Context: an optimization exercise on an open-source flow, tuned for small area, a short achievable clock period and few clock cycles. The choices shown serve that exercise and are no tape-out recipe. Where RTL was checked, it was by simulation tests only, not by an equivalence proof against the original. No activity file was given, so power comes from the tool's default toggle rates.

Design row_peak_valley_detector, start of the top module:
module row_peak_valley_detector #(
    parameter int MAX_COLUMNS = 4096,
    parameter int MAX_ROWS    = 4096,
    parameter int SAMPLE_BITS = 32
) (
    input  logic                                clk,
    input  logic                                rst_n,
    input  logic                                cfg_valid,
    output logic                                cfg_ready,
    input  logic [rpvd_pkg::CFG_INDEX_BITS-1:0] cfg_index,
    input  logic [rpvd_pkg::CFG_DATA_BITS-1:0]  cfg_data,
    input  logic                                sample_valid,
    output logic                                sample_ready,
    input  logic [SAMPLE_BITS-1:0]              sample,
    input  logic                                row_start,
    input  logic                                frame_start,
    output logic                                result_valid,
    input  logic                                result_ready,
    output logic                                is_valley,
    output logic [rpvd_pkg::COLUMN_BITS-1:0]    column,
    output logic [rpvd_pkg::ROW_BITS-1:0]       row,
    output logic [rpvd_pkg::VALUE_BITS-1:0]     value
);
Size in the first run: about 1,200 cells after synthesis, ~280 flip-flops, ~130 I/O pins, roughly 14,000 µm² of cells after synthesis.
==> module rpvd_core, before the edit <==
module rpvd_core (
    input  logic                             clk,
    input  logic                             rst_n,
    input  logic                             sample_valid,
    output logic                             sample_ready,
    input  logic [31:0]                      sample,
    input  logic                             row_start,
    input  logic                             frame_start,
    input  rpvd_pkg::cfg_t                   cfg,
    output logic                             result_valid,
    input  logic                             result_ready,
    output logic                             is_valley,
    output logic [rpvd_pkg::COLUMN_BITS-1:0] column,
    output logic [rpvd_pkg::ROW_BITS-1:0]    row,
    output logic [rpvd_pkg::VALUE_BITS-1:0]  value
);
    logic               in_valid_reg, skid_valid_reg, ready_reg;
    logic signed [31:0] in_s, skid_s;
    logic               in_rs, in_fs, skid_rs, skid_fs;
    logic signed [31:0] a_value_reg, b_value_reg;
    logic [11:0]        a_column_reg, b_column_reg;
    logic [11:0]        column_reg, row_reg;
    logic               seek_reg;
    logic               result_valid_reg;
    logic               is_valley_reg;
    logic               stall, consume, in_load, accept;
    logic               line_start;
    logic [11:0]        column_next, row_next;
    logic               beyond_a;
    logic               hit, gate_ok, event_valid;
    assign stall        = result_valid_reg && !result_ready;
    assign consume      = in_valid_reg && !stall;
    assign in_load      = !in_valid_reg || !stall;
    assign sample_ready = ready_reg;
    assign accept       = sample_valid && !skid_valid_reg;
    always_ff @(posedge clk or negedge rst_n)
    begin
        if (!rst_n)
        begin
            in_valid_reg   <= 1'b0;
            skid_valid_reg <= 1'b0;
            ready_reg      <= 1'b1;
        end
        else if (in_load)
        begin
            in_valid_reg   <= skid_valid_reg || accept;
            skid_valid_reg <= 1'b0;
            ready_reg      <= 1'b1;
        end
        else if (accept)
        begin
            skid_valid_reg <= 1'b1;
            ready_reg      <= 1'b0;
        end
    end
    always_ff @(posedge clk)
    begin
        if (in_load)
        begin
            if (skid_valid_reg)
            begin
                in_s  <= skid_s;
                in_rs <= skid_rs;
                in_fs <= skid_fs;
            end
            else
            begin
                in_s  <= sample;
                in_rs <= row_start;
                in_fs <= frame_start;
            end
        end
        if (!skid_valid_reg)
        begin
            skid_s  <= sample;
            skid_rs <= row_start;
            skid_fs <= frame_start;
        end
    end
    assign line_start = in_rs || in_fs;
    always_comb
    begin
        if (line_start)
            column_next = '0;
        else if (column_reg != 12'hFFF)
            column_next = column_reg + 1'b1;
        else
            column_next = column_reg;
        if (in_fs)
            row_next = '0;
        else if (in_rs && row_reg != 12'hFFF)
            row_next = row_reg + 1'b1;
        else
            row_next = row_reg;
    end
    function automatic logic carry_out(input logic [63:0] g_in, input logic [63:0] p_in);
        logic [63:0] g, p;
        g = g_in;
        p = p_in;
        for (int w = 1; w < 64; w = w * 2)
        begin
            for (int i = 0; i + w < 64; i = i + 2 * w)
            begin
                g[i] = g[i + w] | (p[i + w] & g[i]);
                p[i] = p[i + w] & p[i];
            end
        end
        carry_out = g[0];
    endfunction
    function automatic logic [1:0] order(input logic [31:0] x, input logic [31:0] y);
        logic [31:0] lt, gt;
        lt = ~x & y;
        gt = x & ~y;
        lt[31] = x[31] & ~y[31];
        gt[31] = ~x[31] & y[31];
        for (int w = 1; w < 32; w = w * 2)
        begin
            for (int i = 0; i + w < 32; i = i + 2 * w)
            begin
                lt[i] = lt[i + w] | (~gt[i + w] & lt[i]);
                gt[i] = gt[i + w] | (~lt[i + w] & gt[i]);
            end
        end
        order = {lt[0], gt[0]};
    endfunction
    function automatic logic less(input logic [31:0] x, input logic [31:0] y);
        logic [31:0] xu, yu;
        logic [63:0] g, p;
        xu = x ^ 32'h8000_0000;
        yu = y ^ 32'h8000_0000;
        g  = {32'h0000_0000, ~xu & yu};
        p  = {32'hFFFF_FFFF, ~xu | yu};
        less = carry_out(g, p);
    endfunction
    function automatic logic [1:0] hysteresis(input logic [31:0] x, input logic [30:0] t,
                                              input logic [31:0] y);
        logic [33:0] xe, te, ye, sum, cx, cy;
        logic [63:0] g, p, h, q;
        xe  = {{2{x[31]}}, x};
        te  = {3'b000, t};
        ye  = {{2{y[31]}}, y};
        sum = xe ^ te ^ ~ye;
        cx  = {(xe[32:0] & te[32:0]) | (xe[32:0] & ~ye[32:0]) | (te[32:0] & ~ye[32:0]), 1'b1};
        cy  = {(ye[32:0] & te[32:0]) | (ye[32:0] & ~xe[32:0]) | (te[32:0] & ~xe[32:0]), 1'b1};
        g   = {31'h0, sum[32:0] & cx[32:0]};
        p   = {31'h7FFF_FFFF, sum[32:0] | cx[32:0]};
        h   = {31'h0, sum[32:0] & cy[32:0]};
        q   = {31'h7FFF_FFFF, sum[32:0] | cy[32:0]};
        hysteresis = {sum[33] ^ cx[33] ^ carry_out(g, p), sum[33] ^ cy[33] ^ carry_out(h, q)};
    endfunction
    logic [1:0]  order_a;
    logic        peak_cond, valley_cond;
    logic [31:0] k_lo, k_hi;
    assign order_a     = order(in_s, a_value_reg);
    assign beyond_a    = seek_reg ? order_a[0] : order_a[1];
    assign {peak_cond, valley_cond} = hysteresis(in_s, cfg.threshold, a_value_reg);
    assign hit         = !line_start && (seek_reg ? peak_cond : valley_cond);
    assign k_lo = seek_reg ? cfg.peak_floor : a_value_reg;
    assign k_hi = seek_reg ? a_value_reg : cfg.valley_ceiling;
    assign gate_ok  = (a_column_reg != '0)
                      && ((seek_reg ? !cfg.peak_gate_enable : !cfg.valley_gate_enable)
                          || less(k_lo, k_hi));
    assign event_valid = consume && hit && gate_ok;
    always_ff @(posedge clk or negedge rst_n)
    begin
        if (!rst_n)
        begin
            a_value_reg  <= '0;
            a_column_reg <= '0;
            column_reg   <= '0;
            row_reg      <= '0;
            seek_reg     <= 1'b1;
        end
        else if (consume)
        begin
            column_reg <= column_next;
            row_reg    <= row_next;
            if (in_fs)
                seek_reg <= 1'b1;
            else if (hit)
                seek_reg <= !seek_reg;
            if (line_start || beyond_a || hit)
            begin
                a_value_reg  <= in_s;
                a_column_reg <= column_next;
            end
        end
    end
    always_ff @(posedge clk)
    begin
        if (consume && hit)
        begin
            b_value_reg  <= a_value_reg;
            b_column_reg <= a_column_reg;
        end
    end
    always_ff @(posedge clk or negedge rst_n)
    begin
        if (!rst_n)
        begin
            result_valid_reg <= 1'b0;
            is_valley_reg    <= 1'b0;
        end
        else if (!stall)
        begin
            result_valid_reg <= event_valid;
            if (event_valid)
                is_valley_reg <= !seek_reg;
        end
    end
    assign result_valid = result_valid_reg;
    assign is_valley    = is_valley_reg;
    assign column       = b_column_reg;
    assign row          = row_reg;
    assign value        = b_value_reg;
endmodule
export LEC_CHECK = 0
export CAP_MARGIN = 20
export CORE_MARGIN = 2
export CORE_UTILIZATION = 40
export PLACE_DENSITY = 0.6
export SETUP_SLACK_MARGIN = 0.5
export SLEW_MARGIN = 20
create_clock -name core_clock -period 10.0 [get_ports {clk}]
standard.sh (not shown) runs the stock make flow with config.mk's settings and CLKGATE_MAP_FILE= SYNTH_SCRIPT=/design/flow/synth_recipe.tcl, a recipe that flattens the netlist after the stock synthesis.
==> flow/flow/run.sh <==
#!/bin/bash
# The standard layout (standard.sh), with these changes:
# - timing repair aims for a setup slack of 6.8 ns (a 10 ns clock, so about 3.2 ns);
# - the port buffers are plain sky130_fd_sc_hd__buf_1 cells;
# - the clock tree clusters up to 24 flip-flops per leaf buffer.
# Synthesis and repair also leave out slow complex cells (4-input and/or gates,
# majority, and-or-invert cells with many inputs), which ORFS cannot restructure.
# The full output of the ORFS make run goes to flow.log.
bash standard.sh SETUP_SLACK_MARGIN=6.8 "BUFFER_PORTS_ARGS=-buffer_cell sky130_fd_sc_hd__buf_1" CTS_CLUSTER_SIZE=24 CTS_CLUSTER_DIAMETER=80 "DONT_USE_CELLS=sky130_fd_sc_hd__lpflow_bleeder_1 sky130_fd_sc_hd__lpflow_clkbufkapwr_1 sky130_fd_sc_hd__lpflow_clkbufkapwr_16 sky130_fd_sc_hd__lpflow_clkbufkapwr_2 sky130_fd_sc_hd__lpflow_clkbufkapwr_4 sky130_fd_sc_hd__lpflow_clkbufkapwr_8 sky130_fd_sc_hd__lpflow_clkinvkapwr_1 sky130_fd_sc_hd__lpflow_clkinvkapwr_16 sky130_fd_sc_hd__lpflow_clkinvkapwr_2 sky130_fd_sc_hd__lpflow_clkinvkapwr_4 sky130_fd_sc_hd__lpflow_clkinvkapwr_8 sky130_fd_sc_hd__lpflow_decapkapwr_12 sky130_fd_sc_hd__lpflow_decapkapwr_3 sky130_fd_sc_hd__lpflow_decapkapwr_4 sky130_fd_sc_hd__lpflow_decapkapwr_6 sky130_fd_sc_hd__lpflow_decapkapwr_8 sky130_fd_sc_hd__lpflow_inputiso0n_1 sky130_fd_sc_hd__lpflow_inputiso0p_1 sky130_fd_sc_hd__lpflow_inputiso1n_1 sky130_fd_sc_hd__lpflow_inputiso1p_1 sky130_fd_sc_hd__lpflow_inputisolatch_1 sky130_fd_sc_hd__lpflow_isobufsrc_1 sky130_fd_sc_hd__lpflow_isobufsrc_16 sky130_fd_sc_hd__lpflow_isobufsrc_2 sky130_fd_sc_hd__lpflow_isobufsrc_4 sky130_fd_sc_hd__lpflow_isobufsrc_8 sky130_fd_sc_hd__lpflow_isobufsrckapwr_16 sky130_fd_sc_hd__lpflow_lsbuf_lh_hl_isowell_tap_1 sky130_fd_sc_hd__lpflow_lsbuf_lh_hl_isowell_tap_2 sky130_fd_sc_hd__lpflow_lsbuf_lh_hl_isowell_tap_4 sky130_fd_sc_hd__lpflow_lsbuf_lh_isowell_4 sky130_fd_sc_hd__lpflow_lsbuf_lh_isowell_tap_1 sky130_fd_sc_hd__lpflow_lsbuf_lh_isowell_tap_2 sky130_fd_sc_hd__lpflow_lsbuf_lh_isowell_tap_4 sky130_fd_sc_hd__probe_p_8 sky130_fd_sc_hd__probec_p_8 sky130_fd_sc_hd__or4_1 sky130_fd_sc_hd__or4_2 sky130_fd_sc_hd__or4_4 sky130_fd_sc_hd__or4b_1 sky130_fd_sc_hd__or4b_2 sky130_fd_sc_hd__or4b_4 sky130_fd_sc_hd__or4bb_1 sky130_fd_sc_hd__or4bb_2 sky130_fd_sc_hd__or4bb_4 sky130_fd_sc_hd__and4_1 sky130_fd_sc_hd__and4_2 sky130_fd_sc_hd__and4_4 sky130_fd_sc_hd__and4b_1 sky130_fd_sc_hd__and4b_2 sky130_fd_sc_hd__and4b_4 sky130_fd_sc_hd__and4bb_1 sky130_fd_sc_hd__and4bb_2 sky130_fd_sc_hd__and4bb_4 sky130_fd_sc_hd__nor4_1 sky130_fd_sc_hd__nor4_2 sky130_fd_sc_hd__nor4_4 sky130_fd_sc_hd__nor4b_1 sky130_fd_sc_hd__nor4b_2 sky130_fd_sc_hd__nor4b_4 sky130_fd_sc_hd__nor4bb_1 sky130_fd_sc_hd__nor4bb_2 sky130_fd_sc_hd__nor4bb_4 sky130_fd_sc_hd__a2111o_1 sky130_fd_sc_hd__a2111o_2 sky130_fd_sc_hd__a2111o_4 sky130_fd_sc_hd__a2111oi_0 sky130_fd_sc_hd__a2111oi_1 sky130_fd_sc_hd__a2111oi_2 sky130_fd_sc_hd__a2111oi_4 sky130_fd_sc_hd__o2111a_1 sky130_fd_sc_hd__o2111a_2 sky130_fd_sc_hd__o2111a_4 sky130_fd_sc_hd__o2111ai_1 sky130_fd_sc_hd__o2111ai_2 sky130_fd_sc_hd__o2111ai_4 sky130_fd_sc_hd__a311o_1 sky130_fd_sc_hd__a311o_2 sky130_fd_sc_hd__a311o_4 sky130_fd_sc_hd__a311oi_1 sky130_fd_sc_hd__a311oi_2 sky130_fd_sc_hd__a311oi_4 sky130_fd_sc_hd__o311a_1 sky130_fd_sc_hd__o311a_2 sky130_fd_sc_hd__o311a_4 sky130_fd_sc_hd__o311ai_0 sky130_fd_sc_hd__o311ai_1 sky130_fd_sc_hd__o311ai_2 sky130_fd_sc_hd__o311ai_4 sky130_fd_sc_hd__a41o_1 sky130_fd_sc_hd__a41o_2 sky130_fd_sc_hd__a41o_4 sky130_fd_sc_hd__a41oi_1 sky130_fd_sc_hd__a41oi_2 sky130_fd_sc_hd__a41oi_4 sky130_fd_sc_hd__o41a_1 sky130_fd_sc_hd__o41a_2 sky130_fd_sc_hd__o41a_4 sky130_fd_sc_hd__o41ai_1 sky130_fd_sc_hd__o41ai_2 sky130_fd_sc_hd__o41ai_4 sky130_fd_sc_hd__maj3_1 sky130_fd_sc_hd__maj3_2 sky130_fd_sc_hd__maj3_4 sky130_fd_sc_hd__mux4_1 sky130_fd_sc_hd__mux4_2 sky130_fd_sc_hd__mux4_4 sky130_fd_sc_hd__xor3_1 sky130_fd_sc_hd__xor3_2 sky130_fd_sc_hd__xor3_4 sky130_fd_sc_hd__xnor3_1 sky130_fd_sc_hd__xnor3_2 sky130_fd_sc_hd__xnor3_4 sky130_fd_sc_hd__a2bb2o_1 sky130_fd_sc_hd__a2bb2o_2 sky130_fd_sc_hd__a2bb2o_4 sky130_fd_sc_hd__o2bb2a_1 sky130_fd_sc_hd__o2bb2a_2 sky130_fd_sc_hd__o2bb2a_4 sky130_fd_sc_hd__a32o_1 sky130_fd_sc_hd__a32o_2 sky130_fd_sc_hd__a32o_4 sky130_fd_sc_hd__a32oi_1 sky130_fd_sc_hd__a32oi_2 sky130_fd_sc_hd__a32oi_4 sky130_fd_sc_hd__o32a_1 sky130_fd_sc_hd__o32a_2 sky130_fd_sc_hd__o32a_4 sky130_fd_sc_hd__o32ai_1 sky130_fd_sc_hd__o32ai_2 sky130_fd_sc_hd__o32ai_4 sky130_fd_sc_hd__a222oi_1" finish > flow.log 2>&1
Testbench counts at the start, summed over its fixed seeds: cycles 64,112.
Next try:
--- a/flow/design.v
+++ b/flow/design.v
@@ -248,8 +248,9 @@
     always_ff @(posedge clk)
     begin
-        if (consume && hit)
+        if (consume)
         begin
-            b_value_reg  <= a_value_reg;
-            b_column_reg <= a_column_reg;
+            b_value_reg   <= a_value_reg;
+            b_column_reg  <= a_column_reg;
+            is_valley_reg <= !seek_reg;
         end
     end
@@ -257,14 +258,7 @@
     begin
         if (!rst_n)
-        begin
             result_valid_reg <= 1'b0;
-            is_valley_reg    <= 1'b0;
-        end
         else if (!stall)
-        begin
             result_valid_reg <= event_valid;
-            if (event_valid)
-                is_valley_reg <= !seek_reg;
-        end
     end
     assign result_valid = result_valid_reg;
Outcome:
- combinational power climbs by 110%
- wire length rose by about 22%
- global-route usage grows by 1.8 points
- first-iteration DRC count rises by about 37%
- maximum frequency is lower by about 3.5%
- power rises by about 43%
- flip-flop and latch count does not change
- design area went up by 12%
- synthesized area increases by 11%
Only the layout flow was run in the second run of this note; the RTL was not checked for function there.

-- static timing again, ports no longer ideal --
Ports are ideal in the flow. The routed layouts listed here were re-timed in OpenROAD. Step 1: set_driving_cell puts a clkbuf_16 on clk and a buf_2 on each other input, an assumption about the parent block. Step 2 moves the port delays by t, midway between the first and last clock arrival at a register: inputs arrive t later, outputs are due t later. That takes back most of the time a late clock gives input paths. Slacks: ideal ports / drivers / drivers and shift; pairs: ideal ports / drivers.
run	t (ns)	setup slack, ns	hold WS [ns]	worst setup path after step 2
the first run	0.575	6.644 / 6.644 / 6.407	0.462 / 0.462 / 0.462	input to register
the second run	0.575	6.522 / 6.525 / 5.950	0.474 / 0.474 / 0.474	input to register
After both steps setup and hold are still met in every run listed. The setup slack of the second run, which loses most, moves by +0.003 ns with the drivers and by -0.572 ns with both steps.
